Background: an optimization exercise with open tools, aiming at small area. Do not read the settings as production practice. Only simulation tests tie the RTL to the original design; equivalence was not proved. Power and IR drop assume default switching activity.

==> design.v <==
package isaPkg;
	localparam logic [5:0] OpRType = 6'b000000;
	localparam logic [5:0] OpAddi = 6'b001000;
	localparam logic [5:0] OpSubi = 6'b001001;
	localparam logic [5:0] OpAndi = 6'b001100;
	localparam logic [5:0] OpOri = 6'b001101;
	localparam logic [5:0] OpLw = 6'b100011;
	localparam logic [5:0] OpSw = 6'b101011;
	localparam logic [5:0] OpJpc = 6'b000010;
	localparam logic [5:0] OpBrfl = 6'b000100;
	localparam logic [5:0] OpCall = 6'b000011;
	localparam logic [5:0] OpRet = 6'b000001;
	localparam logic [5:0] OpHalt = 6'b111111;
	localparam logic [5:0] FnAdd = 6'b100000;
	localparam logic [5:0] FnSub = 6'b100010;
	localparam logic [5:0] FnAnd = 6'b100100;
	localparam logic [5:0] FnOr = 6'b100101;
	localparam logic [5:0] FnSlt = 6'b101010;
	localparam logic [5:0] FnMul = 6'b011000;
endpackage
package ctrlPkg;
	localparam int StackDepth = 8;
endpackage
module aluUnit (
	input logic clk,
	input logic first,
	input logic subtract,
	input logic isAnd,
	input logic isOr,
	input logic isCmp,
	input logic sltEnd,
	input logic a,
	input logic b,
	output logic sum,
	output logic result,
	output logic carry
);
	logic bx;
	logic ci;
	logic co;
	assign bx = b ^ subtract;
	assign ci = first ? subtract : carry;
	assign sum = a ^ bx ^ ci;
	assign co = (a & bx) | (ci & (a ^ bx));
	always_comb
	begin
		if (isAnd)
			result = a & b;
		else if (isOr)
			result = a | b;
		else
			result = sum;
	end
	always_ff @(posedge clk)
	begin
		if (isCmp)
			carry <= (ci & !first) | (a ^ b);
		else if (sltEnd)
			carry <= sum ^ co ^ ci;
		else
			carry <= co;
	end
endmodule
module mulUnit (
	input logic clk,
	input logic a,
	input logic [31:0] b,
	output logic p
);
	logic [30:0] s;
	logic [30:0] c;
	logic [31:0] pp;
	assign pp = a ? b : '0;
	assign p = sm[0];
	logic [30:0] cn;
	logic [31:0] sm;
	for (genvar j = 0; j < 31; j++)
	begin : g_fa
		assign {cn[j], sm[j]} = 2'(s[j]) + 2'(c[j]) + 2'(pp[j]);
	end
	assign sm[31] = pp[31];
	always_ff @(posedge clk)
	begin
		c <= cn;
		s <= sm[31:1];
	end
endmodule
module registerFile (
	input logic clk,
	input logic clr,
	input logic [4:0] readIdxA,
	input logic [4:0] readIdxB,
	output logic readBitA,
	output logic readBitB,
	input logic writeEn,
	input logic [4:0] writeIdx,
	input logic writeBit
);
	logic [31:0] regs [1:31];
	logic [31:0] head;
	logic [7:0] hiSel;
	logic [3:0] loSel;
	always_comb
	begin
		for (int k = 0; k < 8; k++)
			hiSel[k] = clr | (writeEn && writeIdx[4:2] == 3'(k));
		for (int j = 0; j < 4; j++)
			loSel[j] = clr | (writeIdx[1:0] == 2'(j));
	end
	assign head[0] = 1'b0;
	for (genvar r = 1; r < 32; r++)
	begin : g_reg
		assign head[r] = regs[r][0];
		always_ff @(posedge clk)
			regs[r] <= {(hiSel[r / 4] && loSel[r % 4]) ? writeBit : regs[r][0], regs[r][31:1]};
	end
	assign readBitA = head[readIdxA];
	assign readBitB = head[readIdxB];
endmodule
module returnStack (
	input logic clk,
	input logic reset,
	input logic [2:0] slot,
	input logic pushBit,
	input logic pushing,
	input logic push,
	input logic pop,
	output logic popWin,
	output logic topBit
);
	logic [63:0] ring;
	logic [2:0] ptr;
	logic [3:0] count;
	logic nonEmpty;
	logic pushWin;
	assign nonEmpty = count != 4'd0;
	assign pushWin = slot == ptr;
	assign popWin = slot + 3'd1 == ptr;
	assign topBit = nonEmpty && ring[0];
	always_ff @(posedge clk)
		ring <= {(pushing && pushWin) ? pushBit : ring[0], ring[63:1]};
	logic up;
	logic down;
	logic [3:0] flip;
	assign up = push && !count[3];
	assign down = !push && pop && nonEmpty;
	assign flip[0] = up || down;
	assign flip[1] = (up && count[0]) || (down && !count[0]);
	assign flip[2] = (up && count[1:0] == 2'b11) || (down && count[1:0] == 2'b00);
	assign flip[3] = (up && count[2:0] == 3'b111) || (down && count[2:0] == 3'b000);
	always_ff @(posedge clk)
	begin
		if (reset)
			count <= '0;
		else
			count <= count ^ flip;
	end
	logic [2:0] ptrFlip;
	assign ptrFlip[0] = push || down;
	assign ptrFlip[1] = (push && ptr[0]) || (down && !ptr[0]);
	assign ptrFlip[2] = (push && ptr[1:0] == 2'b11) || (down && ptr[1:0] == 2'b00);
	always_ff @(posedge clk)
		ptr <= ptr ^ ptrFlip;
endmodule
module controlUnit (
	input logic [5:0] opcode,
	input logic [5:0] funct,
	output logic iType,
	output logic aluWrite,
	output logic isSlt,
	output logic isMul,
	output logic isLw,
	output logic isSw,
	output logic isJump,
	output logic isBr,
	output logic isCall,
	output logic isRet,
	output logic isHalt,
	output logic subtract,
	output logic isAnd,
	output logic isOr
);
	logic isRType;
	logic fnAlu;
	logic opAlu;
	assign isRType = opcode == isaPkg::OpRType;
	assign fnAlu = funct == isaPkg::FnAdd || funct == isaPkg::FnSub ||
		funct == isaPkg::FnAnd || funct == isaPkg::FnOr;
	assign opAlu = opcode[5:4] == 2'b00 && opcode[3] && !opcode[1];
	assign isSlt = isRType && funct == isaPkg::FnSlt;
	assign isMul = isRType && funct == isaPkg::FnMul;
	assign isLw = opcode == isaPkg::OpLw;
	assign isSw = opcode == isaPkg::OpSw;
	assign isBr = opcode == isaPkg::OpBrfl;
	assign isCall = opcode == isaPkg::OpCall;
	assign isJump = isCall || opcode == isaPkg::OpJpc;
	assign isRet = opcode == isaPkg::OpRet;
	assign isHalt = opcode == isaPkg::OpHalt;
	assign aluWrite = (isRType && fnAlu) || opAlu;
	assign iType = opcode[5] || opcode[3];
	assign subtract = iType ? opcode[0] && !opcode[5] : funct[1];
	assign isAnd = iType ? opcode[2] && !opcode[0] : funct[2] && !funct[0];
	assign isOr = iType ? opcode[2] && opcode[0] : funct[2] && funct[0];
endmodule
module cpuCore (
	input logic clk,
	input logic reset,
	output logic [7:0] instrAddr,
	input logic [31:0] instrData,
	output logic [7:0] memAddr,
	output logic [31:0] memWriteData,
	input logic [31:0] memReadData,
	output logic memRead,
	output logic memWrite,
	output logic halted
);
	logic [5:0] cnt;
	logic [4:0] c;
	logic ph;
	logic clr;
	logic run;
	logic [7:0] pc;
	logic [7:0] ma;
	logic [31:0] mwd;
	logic iType;
	logic aluWrite;
	logic isSlt;
	logic isMul;
	logic isLw;
	logic isSw;
	logic isJump;
	logic isBr;
	logic isCall;
	logic isRet;
	logic isHalt;
	logic subtract;
	logic isAnd;
	logic isOr;
	logic first;
	logic frameEnd;
	logic instrEnd;
	logic addrWin;
	logic pcWin;
	logic target;
	logic immBit;
	logic [3:0] immSel;
	logic rsBit;
	logic rtBit;
	logic bBit;
	logic sum;
	logic aluBit;
	logic carry;
	logic prodBit;
	logic loadBit;
	logic writeEn;
	logic writeBit;
	logic [4:0] writeIdx;
	logic pcBit;
	logic pcAdd;
	logic pcCi;
	logic pcSum;
	logic pcCarry;
	logic nextPcBit;
	logic maIn;
	logic popWin;
	logic topBit;
	controlUnit ctrl (
		.opcode(instrData[31:26]),
		.funct(instrData[5:0]),
		.iType(iType),
		.aluWrite(aluWrite),
		.isSlt(isSlt),
		.isMul(isMul),
		.isLw(isLw),
		.isSw(isSw),
		.isJump(isJump),
		.isBr(isBr),
		.isCall(isCall),
		.isRet(isRet),
		.isHalt(isHalt),
		.subtract(subtract),
		.isAnd(isAnd),
		.isOr(isOr)
	);
	assign c = cnt[4:0];
	assign ph = cnt[5];
	assign run = !clr && !halted;
	assign first = cnt == 6'd0;
	assign frameEnd = c == 5'd31;
	assign instrEnd = cnt == 6'd63;
	always_ff @(posedge clk)
	begin
		if (reset)
		begin
			cnt <= '0;
			clr <= 1'b1;
			halted <= 1'b0;
		end
		else
		begin
			cnt <= cnt + 6'd1;
			if (instrEnd)
				clr <= 1'b0;
			if (run && isHalt)
				halted <= 1'b1;
		end
	end
	assign target = isJump || isBr;
	assign immSel = {c[3] && !target, c[2:0]};
	assign immBit = (c[4] && !target) ? instrData[15] : instrData[immSel];
	assign bBit = iType ? immBit : rtBit;
	aluUnit alu (
		.clk(clk),
		.first(first),
		.subtract(subtract),
		.isAnd(isAnd),
		.isOr(isOr),
		.isCmp(isBr),
		.sltEnd(frameEnd && !ph),
		.a(rsBit),
		.b(bBit),
		.sum(sum),
		.result(aluBit),
		.carry(carry)
	);
	always_ff @(posedge clk)
	begin
		if (!ph)
			mwd <= {rtBit, mwd[31:1]};
	end
	mulUnit mul (
		.clk(clk),
		.a(rsBit && isMul && ph),
		.b(mwd),
		.p(prodBit)
	);
	assign loadBit = memReadData[c];
	always_comb
	begin
		if (instrData[31])
			writeBit = loadBit;
		else if (instrData[29] || instrData[5])
			writeBit = isSlt ? c == 5'd0 && carry : aluBit;
		else
			writeBit = prodBit;
	end
	assign writeIdx = iType ? instrData[20:16] : instrData[15:11];
	assign writeEn = run && ((aluWrite && !ph) || ((isSlt || isMul) && ph) ||
		(isLw && (ph ^ (c[4] || c[3]))));
	registerFile regs (
		.clk(clk),
		.clr(clr),
		.readIdxA(instrData[25:21]),
		.readIdxB(instrData[20:16]),
		.readBitA(rsBit),
		.readBitB(rtBit),
		.writeEn(writeEn),
		.writeIdx(writeIdx),
		.writeBit(writeBit && !clr)
	);
	assign pcBit = pc[c[2:0]];
	assign pcAdd = isBr && !carry && immBit;
	assign pcCi = c[2:0] == 3'd0 || pcCarry;
	assign pcSum = pcBit ^ pcAdd ^ pcCi;
	always_ff @(posedge clk)
		pcCarry <= (pcBit & pcAdd) | (pcCi & (pcBit ^ pcAdd));
	assign nextPcBit = isJump ? immBit : pcSum;
	assign addrWin = !ph && c[4:3] == 2'd0 && instrData[31];
	assign pcWin = ph && c[4:3] == 2'd3;
	always_comb
	begin
		if (addrWin)
			maIn = sum;
		else if (isRet)
			maIn = popWin ? topBit : ma[0];
		else
			maIn = nextPcBit;
	end
	always_ff @(posedge clk)
	begin
		if (run && (addrWin || pcWin || isRet))
			ma <= {maIn, ma[7:1]};
	end
	always_ff @(posedge clk)
	begin
		if (reset)
			pc <= '0;
		else if (run && instrEnd)
			pc <= {maIn, ma[7:1]};
	end
	returnStack stack (
		.clk(clk),
		.reset(reset),
		.slot(cnt[5:3]),
		.pushBit(pcSum),
		.pushing(run && isCall),
		.push(run && instrEnd && isCall),
		.pop(run && instrEnd && isRet),
		.popWin(popWin),
		.topBit(topBit)
	);
	always_ff @(posedge clk)
		memWrite <= !reset && run && isSw && !ph && frameEnd;
	assign memRead = !memWrite;
	assign instrAddr = pc;
	assign memAddr = ma;
	assign memWriteData = mwd;
endmodule
==> flow/run.sh <==
#!/bin/bash
# The standard layout, with two changes:
#  - after the standard synthesis, the combinational logic is mapped again
#    by ABC for area (registers, full adders and their names are kept);
#  - ports are buffered with buf_1 and the clock tree uses clkbuf_4 in
#    clusters of up to 11 flip-flops, without dummy loads.
set -euo pipefail
here=$(pwd)
export BUFFER_PORTS_ARGS="-buffer_cell sky130_fd_sc_hd__buf_1"
export CTS_ARGS="-sink_clustering_enable -repair_clock_nets -dont_use_dummy_load -buf_list sky130_fd_sc_hd__clkbuf_4 -sink_clustering_size 11 -sink_clustering_max_diameter 50"
bash standard.sh synth > synth.log 2>&1
res=$here/orfs/results/sky130hd/cpuCore/base
cp "$res/1_2_yosys.v" "$here/std_1_2_yosys.v"
bash "$here/flow/remap.sh" "$here/std_1_2_yosys.v" "$res/1_2_yosys.v" > remap.log 2>&1
bash standard.sh > standard.log 2>&1
==> flow/remap.sh <==
#!/bin/bash
# usage: remap.sh IN.v OUT.v -- maps the combinational cells of a mapped
# netlist again with ABC for area, trying a few ABC scripts and keeping the
# smallest result. Flip-flops, full adders and tie cells stay as they are,
# with their names.
set -euo pipefail
in=$1; out=$2
flow=${FLOW_HOME:-/OpenROAD-flow-scripts/flow}
lib=$flow/platforms/sky130hd/lib/sky130_fd_sc_hd__tt_025C_1v80.lib
yosys_bin=$(command -v yosys || echo /OpenROAD-flow-scripts/tools/install/yosys/bin/yosys)
work=$(mktemp -d)
printf 'strash\ndch -f\namap\n' > $work/s1.abc
printf 'strash\ndch -f\nmap -a\n' > $work/s2.abc
printf 'strash\n&get -n\n&dch -f\n&nf -R 1000\n&put\n' > $work/s3.abc
printf 'strash\ndch -f\namap\nstrash\ndch -f\namap\n' > $work/s4.abc
printf 'strash\ndc2\ndch -f\namap\n' > $work/s5.abc
printf 'strash\nbalance\ndch -f\namap\n' > $work/s6.abc
printf 'strash\ndch\namap\n' > $work/s7.abc
printf 'strash\ndc2\ndc2\ndch -f\namap\n' > $work/s8.abc
dont=""
for c in $(sed -n '/^export DONT_USE_CELLS/,/^$/p' $flow/platforms/sky130hd/config.mk | grep -o 'sky130_fd_sc_hd__[a-z0-9_]*'); do dont="$dont -dont_use $c"; done
# Logic models of the combinational cells, to take the netlist apart.
$yosys_bin -q -p "read_liberty -ignore_miss_func $lib; delete sky130_fd_sc_hd__*df* sky130_fd_sc_hd__*dl* sky130_fd_sc_hd__fa_* sky130_fd_sc_hd__conb_1; write_verilog -noattr $work/cells.v"
best=""
bestArea=""
for s in s1 s2 s3 s4 s5 s6 s7 s8; do
cat > $work/$s.ys <<EOS
read_liberty -lib $lib
read_verilog $in
hierarchy -top cpuCore
techmap -map $work/cells.v
techmap
opt -purge
rename -hide w:* o:* i:* %u %d
abc -liberty $lib $dont -script $work/$s.abc
splitnets
opt_clean -purge
hilomap -singleton -hicell sky130_fd_sc_hd__conb_1 HI -locell sky130_fd_sc_hd__conb_1 LO
insbuf -buf sky130_fd_sc_hd__buf_1 A X
opt_clean -purge
check -assert -mapped
tee -o $work/$s.stat stat -liberty $lib
write_verilog -noattr -nohex -nodec $work/$s.v
EOS
	$yosys_bin -s $work/$s.ys > $work/$s.log 2>&1 || { echo "$s failed"; continue; }
	area=$(grep "Chip area" $work/$s.stat | head -1 | awk '{print $NF}')
	echo "$s: $area"
	if [[ -z "$bestArea" ]] || awk "BEGIN{exit !($area < $bestArea)}"; then best=$s; bestArea=$area; fi
done
echo "best: $best $bestArea"
cat $work/$best.log
cp $work/$best.v $out
rm -rf $work
==> standard.sh <==
#!/bin/bash
# synth_recipe.tcl (not shown) runs the flow's synth.tcl, then flattens the netlist and writes it again
# the make line also repeats each setting of config.mk as NAME=value (left out here)
make -C /OpenROAD-flow-scripts/flow DESIGN_CONFIG=/design/flow/config.mk WORK_HOME=/design/flow/orfs CLKGATE_MAP_FILE= SYNTH_SCRIPT=/design/flow/synth_recipe.tcl "${@:-finish}"
==> config.mk <==
export PLATFORM = sky130hd
export DESIGN_NAME = cpuCore
export DESIGN_NICKNAME = cpuCore
export VERILOG_FILES = /design/flow/design.v
export SDC_FILE = /design/flow/constraint.sdc
export NUM_CORES = 4
export LEC_CHECK = 0
export ABC_AREA = 1
export CAP_MARGIN = 20
export CORE_MARGIN = 2
export CORE_UTILIZATION = 65
export SLEW_MARGIN = 20
==> constraint.sdc <==
create_clock -name core_clock -period 10.5 [get_ports {clk}]
set_input_delay 2.1000 -clock core_clock [delete_from_list [all_inputs] [get_ports {clk}]]
set_output_delay 2.1000 -clock core_clock [all_outputs]
set_load 0.01 [all_outputs]
==> run summary, run 1 <==
The flow ran to the end and the layout has no timing, DRC or antenna violations. The startpoint type of the worst setup path is an input port. The tree is rooted in a clkbuf_4. The post-synthesis cell count is 1684, and the data required time of the critical path is 11170 ps. Total power per unit cell area: 217.1 nW/um^2. The run gives 0 as the post-cts gate resize count. The congestion estimate from routability-driven global placement came to 0.8690. After layout, the worst path uses 57.86% of the clock period. TritonCTS built the clock tree. Using the TritonRoute via totals, the vias-per-cell ratio works out to 4.948.

The logs give 2463 for the number of standard cells in the layout, taps in and fillers out and 19.40% for the global-route total usage across every layer. The routed length per placed instance came out at 16.56 um. The number of vias in the routed layout is 12187, and the overall die height is 208.8 um. The layout filler cell count was 2611; the number of warnings reported in the yosys synthesis log was 6. After the last flow step, the layout net total stands at 2024. For the number of clock sinks seen by CTS, the log shows 1184. For the post-place instance area, the log shows 28400 sq um. The number of cells on the worst reg-to-reg path is 18. Setup violations remaining at the end of the flow were counted as 0.

Compared with the post-synthesis result, the final layout area differs by 7.477%. The register-to-register setup slack was 5830 ps; the hold violation total from the final report was 0. STA classifies the critical path endpoint as a flip-flop. The max-capacitance violation count is 0, and the number of global-route vias before repair is 12208. The critical path is of the in -> reg type. Largest voltage drop on the vdd net: 0.0001661 V. The number of detailed-routing iterations run before antenna repair was 5; the clock-pin slew on the worst setup and hold paths was 100 ps. Total wire length: 40790 um. The residual DRC count is 0.

The path with the worst hold slack has its endpoint at regs.regs[1][6]$_DFF_P_. The number of antenna violations at the first check in global routing is 2. Buffers placed on the I/O ports in this run total 116. For the worst slew margin relative to its limit, the log shows 38.24%.

No sink is reached through more buffers than the 3 on the longest clock path. The max-slew violation total from the final report is 0, and the cell total after placement is 2342. In this run, the number of DRC markers left after iteration 0 of detailed routing was 629.

Global routing finished with a remaining overflow of 0. Buffers inserted to repair hold after CTS numbered 0. The tightest min-delay check is of the reg -> reg type. The worst hold path depth came out at 0. Once the floorplan was initialized, standard cells occupied 65.42% of the core. The initialized floorplan defines 75 standard-cell rows. The startpoint identified for the worst register-to-register timing path is cnt[0]$_SDFF_PP0_. Leakage power figure: 0.01151 uW.

For the pin with the worst max-slew slack, the measured transition is 926.5 ps. The cell area that synthesis handed to floorplanning was 27260 sq um. For the die area, the log shows 43590 sq um. Static timing analysis puts the maximum clock frequency at 164.6 MHz. In the final layout, the share of cells above drive strength 1 is 6.400%. The number of clock buffers added by TritonCTS is 119. After routing the design area is 29300 sq um. In this run the number of H-tree levels came out at 3. Across the routed clock network, the largest skew measured is 118.1 ps.

After clock tree synthesis, the setup repair step added 0 buffers. The first-pass GRT wire length came out at 64850 um. The die is 208.8 um wide. Latest clock arrival within the worst-skew pair: 860 ps. For the remaining antenna violation count after routing, the log shows 0.

The setup TNS was 0 ps; the net count of the mapped netlist was 1784. Each instance of the synthesized netlist takes up on average 16.19 sq um. Entering global routing, the biggest net connects 39 pins. The tools report the endpoint of the worst register-to-register path as regs.regs[8][31]$_DFF_P_. The worst path in the final design needs a cycle of 6075 ps, including I/O delays and setup. Hold path startpoint: regs.regs[1][7]$_DFF_P_. The half-perimeter wire length of the detailed placement result was 26800 um.

The run gives 6750 ps as the data arrival time of the critical path. In this run the worst path has a maximum fanout of 31. Setup repair after global routing left no endpoint under its margin. For the placeable core region, the log shows 41670 sq um. For the I/O pin count, the log shows 117.
[cell type report]
type / instances / area (sq um) / share of cell area (%)
diodes: 2 / 5.005 / 0.01708
clock buffers: 119 / 893.4 / 3.049
inverters: 60 / 225.2 / 0.7687
multi-input cells: 440 / 2938 / 10.03
flip-flops and latches: 1184 / 24100 / 82.27
well taps: 539 / 674.4 / 2.302
repair buffers: 119 / 457.9 / 1.563
[worst max-delay path, cell delays in order]
cell and delay (ps):
buf_1 520, clkinv_1 620, a221oi_1 430, o21ai_0 110
and3_1 210, o32ai_1 500, o22ai_1 210, a22oi_1 360
fa_1 520, nand3_1 90, o21ai_0 80, a21oi_1 130
nor2_1 50, o221ai_1 210, o311ai_2 160, buf_4 270
a21oi_1 170
[worst max-delay path by stage]
stage | start | to | slack [ps] | cells past startpoint
2_1_floorplan | instrData[21] | regs.regs[31][31]$_DFF_P_ | 4180 | 11
3_3_place_gp | instrData[16] | regs.regs[31][31]$_DFF_P_ | 3890 | 17
3_5_place_dp | instrData[16] | regs.regs[16][31]$_DFF_P_ | 3720 | 17
4_1_cts | instrData[16] | regs.regs[8][31]$_DFF_P_ | 4650 | 17
5_1_grt | instrData[16] | regs.regs[8][31]$_DFF_P_ | 4110 | 17
6_report | instrData[16] | regs.regs[8][31]$_DFF_P_ | 4420 | 17
[metrics by stage]
step / power (uW) / utilization (%) / setup slack, ps / hold WS (ps)
floorplan: 4702 / - / 4177 / 309.6
global placement: 4748 / 68.16 / 3888 / 309.9
detailed placement: 4750 / 68.16 / 3718 / 312.1
CTS: 6433 / 70.30 / 4648 / 238.7
global route: 6614 / 70.32 / 4107 / 241.6
finish: 6359 / 70.32 / 4425 / 251.9
[registers in the layout, indices dropped and copies added (netlist names)]
signal,count
regs.regs,992
stack.ring,64
mwd,32
mul.c,31
mul.s,31
ma,8
pc,8
cnt,6
stack.count,4
stack.ptr,3
alu.carry,1
clr,1
halted,1
memWrite,1
pcCarry,1
[cell usage in the layout, fill, tap and decap left out, types with 2 or more instances in the layout]
master and n:
clkbuf_4 119, o32ai_1 3, o221a_1 11, and3_1 2
nor2b_1 32, buf_4 3, nor3_1 16, a221oi_1 12
o21ai_0 23, a211oi_1 4, a21oi_1 51, a2111oi_0 2
o22ai_1 27, buf_1 116, a222oi_1 2, o221ai_1 15
clkinv_1 60, a22oi_1 4, edfxtp_1 40, fa_1 34
nor4_1 10, nand4_1 4, a32oi_1 3, diode_2 2
a31oi_1 4, a311oi_1 3, nor2_1 123, nand3_1 13
a22o_1 4, nand2_1 19, or2_0 2, nand2b_1 3
dfxtp_1 1144, or3_1 6
[where the power goes]
part	leakage (uW)	internal, uW	switching (uW)
clock	0.000548	520	1190
sequential	0.00963	4530	13.4
combinational	0.00133	36.8	67.3
total	0.0115	5090	1270
[routing by layer]
| metal | vias up | global-route usage (%) | wire (um) |
|---|---|---|---|
| met5 | - | 0 | 0 |
| met4 | 0 | 8.842 | 1099 |
| met3 | 83 | 4.343 | 2434 |
| met2 | 361 | 29.66 | 18390 |
| met1 | 5738 | 26.85 | 18860 |
| li1 | 6005 | - | - |
==> run 2: changes to the inputs <==
--- a/flow/run.sh
+++ b/flow/run.sh
@@ -9,3 +9,3 @@
 export BUFFER_PORTS_ARGS="-buffer_cell sky130_fd_sc_hd__buf_1"
-export CTS_ARGS="-sink_clustering_enable -repair_clock_nets -dont_use_dummy_load -buf_list sky130_fd_sc_hd__clkbuf_4 -sink_clustering_size 11 -sink_clustering_max_diameter 50"
+export CTS_ARGS="-sink_clustering_enable -repair_clock_nets -dont_use_dummy_load -buf_list sky130_fd_sc_hd__clkbuf_4 -sink_clustering_size 12 -sink_clustering_max_diameter 45"
 bash standard.sh synth > synth.log 2>&1
==> run 2 against run 1 <==
Against the previous run: clock skew rose by 17 ps; synthesized area stayed put; critical path type unchanged; still clean; sequential power barely moved; clock-buffer cell count down 8; via count shrank 0.61%; die area unchanged; register-to-register slack better by 30 ps; critical path depth did not move; wire length shrank 0.43%; setup slack worse by 22 ps; highest routed layer unchanged; largest cell class unchanged.
==> run summary, run 2 <==
Cell breakdown of the critical path: buf_1 > clkinv_1 > a221oi_1 > o21ai_0 > and3_1 > o32ai_1 > o22ai_1 > a22oi_1 > fa_1 > nand3_1 > o21ai_0 > a21oi_1 > nor2_1 > o221ai_1 > o311ai_2 > buf_4 > a21oi_1 (unchanged). The run gives 117 (unchanged) as the I/O pin count. For the total of hold buffers inserted after clock tree synthesis, the log shows 0 (unchanged). The tools report the cell at the root of the clock tree as clkbuf_4 (unchanged).

The average cell area after synthesis works out to 16.19 sq um (unchanged). The total power per unit cell area came out at 216.0 nW/um^2 (was 217.1 nW/um^2). The startpoint of the worst-slack reg-to-reg timing path was cnt[0]$_SDFF_PP0_ (unchanged). The total power of the final layout came out at 6314 uW (was 6359 uW). The final global-route overflow total was 0 (unchanged); the clock period minus worst slack was 6097 ps (was 6075 ps). The run gives 0.0001751 V (was 0.0001661 V) as the largest voltage drop on the vdd net.

The weighted congestion reported at the end of routability-driven placement was 0.8690 (unchanged); the die area was 43590 sq um (unchanged). The count of standard-cell rows was 75 (unchanged); the routed length per placed instance was 16.54 um (was 16.56 um). Classification of the worst setup path: in -> reg (unchanged). The width of the die was 208.8 um (unchanged); the pin count of the biggest net entering global routing was 39 (unchanged).

The setup fix buffers added after clock tree synthesis was 0 (unchanged); the residual DRC count was 0 (unchanged). Commonest cells after routing, fill and taps aside: dfxtp_1, nor2_1, buf_1, clkbuf_4, clkinv_1 (was dfxtp_1, nor2_1, clkbuf_4, buf_1, clkinv_1). For the cell total after placement, the log shows 2342 (unchanged).

The run gives 1684 (unchanged) as the post-synthesis cell count. The tools report the kind of capture point of the worst setup path as a flip-flop (unchanged). The logs give 1184 (unchanged) for the number of clock sinks seen by CTS and 0 (unchanged) for the max-slew violation total from the final report. The vias per cell came out at 4.934 (was 4.948). The number of detailed-routing iterations run before antenna repair is 5 (unchanged).

The ratio of final minimum period to clock period was 58.07% (was 57.86%); the cell area after technology mapping was 27260 sq um (unchanged). For the latest clock arrival within the worst-skew pair, the log shows 840 ps (was 860 ps). The leakage power figure is 0.01147 uW (was 0.01151 uW), and the data required time of the critical path is 11140 ps (was 11170 ps). The fraction of power spent switching nets works out to 19.93% (was 19.99%). The number of global-route vias before repair was 12122 (was 12208); the number of vias in the routed layout was 12113 (was 12187). The worst path buffer plus inverter count is 3 (unchanged), and the post-cts gate resize count is 0 (unchanged). The share of final-layout standard cells stronger than drive strength 1 is 6.008% (was 6.400%). The number of standard cells in the layout, taps in and fillers out is 2455 (was 2463). The half-perimeter wire length of the detailed placement result came out at 26800 um (unchanged). The total of buffers placed on input and output ports is 116 (unchanged), and the total wire length is 40610 um (was 40790 um). The area added between synthesis and finish was 7.257% (was 7.477%).

The detailed router's first-iteration violation count was 701 (was 629). The tools report the net switching power figure as 1259 uW (was 1271 uW). The tools report the startpoint type of the worst setup path as an input port (unchanged).

The placeable core region was 41670 sq um (unchanged); the slew at the pin closest to its max-slew limit was 898.2 ps (was 926.5 ps). The worst hold slack was 256.5 ps (was 251.9 ps); the max-capacitance violation count was 0 (unchanged). The tools report the final-stage net count as 2016 (was 2024). The hold violation total from the final report was 0 (unchanged); the data arrival time of the critical path was 6740 ps (was 6750 ps). The number of flip-flops under the largest register name is 992 (unchanged). The run finished with no timing, DRC or antenna violations. Layout filler cell count: 2632 (was 2611). The number of buffers created by CTS was 111 (was 119). Internal power of the cells: 5055 uW (was 5088 uW). The largest register by flop count is regs.regs (unchanged). First-pass GRT wire length: 64240 um (was 64850 um). TritonCTS built the clock tree. The proportion of power drawn by combinational gates was 1.6% (about the same); the maximum fanout along the worst path was 31 (unchanged). The delay of the slowest cell on the worst path came out at 640 ps (was 620 ps). The tools report the worst slack after detailed placement as 3718 ps (unchanged). The clock share of power is 26.4% (was 26.9%).

The worst-case clock buffer depth is 3 (unchanged), and the number of warnings reported in the yosys synthesis log is 6 (unchanged). The master of the slowest instance on the critical path is clkinv_1 (unchanged). The remaining antenna violation count after routing came out at 0 (unchanged). The family with the most delay on the worst path is compound AO/OA/AOI/OAI gates (unchanged). For the H-tree level count, the log shows 3 (unchanged). The logs give 4403 ps (was 4425 ps) for the smallest setup slack after layout and 65.42% (unchanged) for the initial standard-cell utilization of the core.

The clock-pin slew on the worst setup and hold paths is 100 ps (about the same). Setup repair after global routing left no endpoint under its margin. The tools report the global-route total usage across every layer as 19.18% (was 19.40%).

The launch point of the critical path is instrData[16] (unchanged). The tools report the hold path startpoint as regs.regs[8][28]$_DFF_P_ (was regs.regs[1][7]$_DFF_P_). The worst slew margin relative to its limit was 40.12% (was 38.24%). The final setup skew was 134.6 ps (was 118.1 ps). The number of setup violations in the final report came out at 0 (unchanged).

The run gives 0 ps (unchanged) as the setup TNS. For the sequential share of power, the log shows 72.0% (was 71.5%). The net count of the mapped netlist came out at 1784 (unchanged). Maximum clock rate: 164.0 MHz (was 164.6 MHz). Most common cell after layout, fill and taps aside: dfxtp_1 (unchanged). The number of antenna violations at the first check in global routing was 2 (unchanged). Worst hold-check path type: reg -> reg (unchanged).

The overall die height came out at 208.8 um (unchanged). Registers with the most flip-flops: regs.regs x992, stack.ring x64, mwd x32 (unchanged).
## run 2: metal layers
metal / GRT usage (%) / share of wire [%] / up-vias
met5: 0 / 0 / -
met4: 8.128 / 2.1 / 0
met3: 4.283 / 5.5 / 60
met2: 29.47 / 45 / 332
met1: 26.71 / 47 / 5742
li1: - / - / 5979
## run 2: area by class of cell
| class | instances | area (sq um) | share of cell area (%) |
|---|---|---|---|
| Multi-Input combinational cell | 440 | 2938 | 10.05 |
| Inverter | 60 | 225.2 | 0.7703 |
| Tap cell | 539 | 674.4 | 2.307 |
| Sequential cell | 1184 | 24100 | 82.44 |
| Timing Repair Buffer | 119 | 457.9 | 1.566 |
| Antenna cell | 2 | 5.005 | 0.01712 |
| Clock buffer | 111 | 833.3 | 2.850 |
## run 2: path summary, 6_finish.rpt
check | endpoint | slack (ps) | depth (start not counted)
min reg2reg | regs.regs[8][27]$_DFF_P_ | 260 | 0
min | regs.regs[8][27]$_DFF_P_ | 260 | 0
max reg2reg | regs.regs[2][31]$_DFF_P_ | 5860 | 18
max | regs.regs[2][31]$_DFF_P_ | 4400 | 17
## run 2: metrics by stage
step	util [%]	cell area, sq um
5_1_grt	70.17	29240
4_1_cts	70.16	29230
3_5_place_dp	68.16	28400
6_report	70.17	29240
3_3_place_gp	68.16	28400
2_1_floorplan	-	27260
## run 2: power by group through the flow
stage	sequential, uW	combinational [uW]	clock (uW)
2_1_floorplan	4650	51.1	0
3_3_place_gp	4650	101	0
3_5_place_dp	4650	102	0
4_1_cts	4550	103	1740
5_1_grt	4550	114	1890
6_report	4550	104	1660
==> run 3: changes to the inputs <==
--- a/flow/run.sh
+++ b/flow/run.sh
@@ -5,3 +5,3 @@
 #  - ports are buffered with buf_1 and the clock tree uses clkbuf_4 in
-#    clusters of up to 11 flip-flops, without dummy loads.
+#    clusters of up to 12 flip-flops, without dummy loads.
 set -euo pipefail
==> run 3 against run 2 <==
Against the previous run: still clean; wire length stayed put; clock-buffer cell count stayed put; combinational power hardly changed; global-route usage stayed put; critical path depth stayed put; largest power group unchanged.
==> run summary, run 3 <==
Classification of the worst setup path: in -> reg (unchanged). Cell at the root of the clock tree: clkbuf_4 (unchanged). The setup TNS was 0 ps (unchanged). The ratio of final minimum period to clock period was 58.07% (unchanged); the pin count of the biggest net entering global routing was 39 (unchanged). The half-perimeter wire length of the detailed placement result is 26800 um (unchanged), and the H-tree level count is 3 (unchanged). The endpoint of the most critical setup path is regs.regs[2][31]$_DFF_P_ (unchanged).

Launch point of the critical path: instrData[16] (unchanged). The die area was 43590 sq um (unchanged). The area added between synthesis and finish works out to 7.257% (unchanged). Count of standard-cell rows: 75 (unchanged). The number of global-route vias before repair is 12122 (unchanged), and the data arrival time of the critical path is 6740 ps (about the same).

The clock period minus worst slack is 6097 ps (unchanged), and the post-cts gate resize count is 0 (unchanged). The total of hold buffers inserted after clock tree synthesis came out at 0 (unchanged). Post-synthesis cell count: 1684 (unchanged). The total wire length came out at 40610 um (unchanged).

For the final global-route overflow total, the log shows 0 (unchanged). Max-slew violation total from the final report: 0 (unchanged). Maximum fanout along the worst path: 31 (unchanged). The setup fix buffers added after clock tree synthesis is 0 (unchanged), and the width of the die is 208.8 um (unchanged). The detailed router's first-iteration violation count is 701 (unchanged). The slew at the pin closest to its max-slew limit came out at 898.2 ps (unchanged). Commonest cells after routing, fill and taps aside: dfxtp_1, nor2_1, buf_1, clkbuf_4, clkinv_1 (unchanged). The hold violation total from the final report is 0 (unchanged), and the routed length per placed instance is 16.54 um (unchanged). The logs give 0 (unchanged) for the max-capacitance violation count and 840 ps (about the same) for the latest clock arrival within the worst-skew pair. The tools report the number of antenna violations at the first check in global routing as 2 (unchanged).

The number of vias in the routed layout is 12113 (unchanged). The worst hold-check path type was reg -> reg (unchanged). The depth of the most critical reg-to-reg path is 18 (unchanged), and the global-route total usage across every layer is 19.18% (unchanged). Vias per cell: 4.934 (unchanged). The logs give 40.12% (unchanged) for the worst slew margin relative to its limit and 0 (unchanged) for the residual DRC count. The total power per unit cell area is 216.0 nW/um^2 (unchanged). The average cell area after synthesis is 16.19 sq um (unchanged).

Placeable core region: 41670 sq um (unchanged). The tools report the kind of capture point of the worst setup path as a flip-flop (unchanged). Clock-pin slew on the worst setup and hold paths: 100 ps (about the same). The share of final-layout standard cells stronger than drive strength 1 is 6.008% (unchanged), and the cell area after technology mapping is 27260 sq um (unchanged). The endpoint of the worst register-to-register path was regs.regs[2][31]$_DFF_P_ (unchanged). The logs give 0.01147 uW (unchanged) for the leakage power figure and 111 (unchanged) for the number of buffers created by CTS. The tools report the largest voltage drop on the vdd net as 0.0001751 V (unchanged).

The most common cell after layout, fill and taps aside was dfxtp_1 (unchanged). The number of clock sinks seen by CTS came out at 1184 (unchanged). The final-stage net count came out at 2016 (unchanged). The overall die height was 208.8 um (unchanged). TritonCTS built the clock tree. Remaining antenna violation count after routing: 0 (unchanged). Largest register by flop count: regs.regs (unchanged). The initial standard-cell utilization of the core was 65.42% (unchanged); the number of warnings reported in the yosys synthesis log was 6 (unchanged). The run gives 5860 ps (about the same) as the register-to-register setup slack.

For the number of setup violations in the final report, the log shows 0 (unchanged). The run gives 11140 ps (about the same) as the data required time of the critical path. The startpoint type of the worst setup path was an input port (unchanged). The I/O pin count came out at 117 (unchanged). The tools report the maximum clock rate as 164.0 MHz (unchanged). The total of buffers placed on input and output ports works out to 116 (unchanged). Net count of the mapped netlist: 1784 (unchanged).

The run finished with no timing, DRC or antenna violations. The worst hold slack was 256.5 ps (unchanged); the final setup skew was 134.6 ps (unchanged). The tools report the startpoint of the worst-slack reg-to-reg timing path as cnt[0]$_SDFF_PP0_ (unchanged).

The number of flip-flops under the largest register name is 992 (unchanged), and the number of detailed-routing iterations run before antenna repair is 5 (unchanged). The first-pass GRT wire length is 64240 um (unchanged). The worst-case clock buffer depth is 3 (unchanged), and the weighted congestion reported at the end of routability-driven placement is 0.8690 (unchanged). Registers with the most flip-flops: regs.regs x992, stack.ring x64, mwd x32 (unchanged).

Setup repair after global routing left no endpoint under its margin.
run 3: how the worst min path moves through the flow:
stage	from	end	slack [ps]	depth (start not counted)
2_1_floorplan	regs.regs[10][1]$_DFF_P_	regs.regs[10][0]$_DFF_P_	310	0
3_3_place_gp	regs.regs[10][4]$_DFF_P_	regs.regs[10][3]$_DFF_P_	310	0
3_5_place_dp	regs.regs[10][29]$_DFF_P_	regs.regs[10][28]$_DFF_P_	310	0
4_1_cts	regs.regs[8][28]$_DFF_P_	regs.regs[8][27]$_DFF_P_	260	0
5_1_grt	regs.regs[13][4]$_DFF_P_	regs.regs[13][3]$_DFF_P_	250	0
6_report	regs.regs[8][28]$_DFF_P_	regs.regs[8][27]$_DFF_P_	260	0
run 3: where the power goes:
group / total, uW / internal, uW / switching [uW]
sequential: 4550 / 4530 / 13.4
combinational: 104 / 36.8 / 67.2
clock: 1660 / 487 / 1180
total: 6310 / 5060 / 1260
run 3: final cells by class:
cell class	instances	area [sq um]
sequential	1184	24100
fill	2632	12430
multi-input combinational	440	2938
clock buffer	111	833.3
tap	539	674.4
timing repair buffer	119	457.9
inverter	60	225.2
antenna	2	5.005
run 3: per-stage QoR:
stage               instances  util (%)  power [uW]  cell area, sq um  setup slack [ps]
floorplan                1684         -        4702             27260              4177
global placement         2342     68.16        4748             28400              3888
detailed placement       2342     68.16        4750             28400              3718
CTS                      2453     70.16        6389             29230              4635
global route             2455     70.17        6557             29240              4078
finish                   2455     70.17        6314             29240              4403
run 3: layer usage:
layer	GRT usage [%]	vias up	share of wire, %
li1	-	5979	-
met1	26.71	5742	47
met2	29.47	332	45
met3	4.283	60	5.5
met4	8.128	0	2.1
met5	0	-	0
run 3: worst max-delay path, cell delays in order:
cell and delay, ps:
buf_1 530, clkinv_1 640, a221oi_1 430, o21ai_0 110
and3_1 210, o32ai_1 480, o22ai_1 210, a22oi_1 360
fa_1 510, nand3_1 90, o21ai_0 80, a21oi_1 130
nor2_1 50, o221ai_1 210, o311ai_2 160, buf_4 270
a21oi_1 150

## what the ideal ports hide
In the flow no input, the clock included, has a driving cell. The finished layouts below were timed again as built, in two steps. Step 1 assumes that a clkbuf_16 drives the clock port and a buf_2 every other input. Step 2 also shifts input and output timing later by t, the mid clock arrival at the registers, as if the neighbouring blocks saw the same clock. Three values: ideal, step 1, step 2; two values: the first two.
run	t (ns)	slack for setup (ns)	worst setup path at the end	worst register clock-pin slew, ns	pins driven straight from the clock port
run 1	0.869	4.425 / 4.398 / 3.530	input to register	0.12 / 0.12	1
run 2	0.826	4.403 / 4.372 / 3.546	input to register	0.12 / 0.12	1
run 3	0.826	4.403 / 4.372 / 3.546	input to register	0.12 / 0.12	1
After both steps every run listed still meets setup and hold. The setup slack of run 1, which loses most, moves by -0.027 ns with the drivers and by -0.895 ns with both steps.
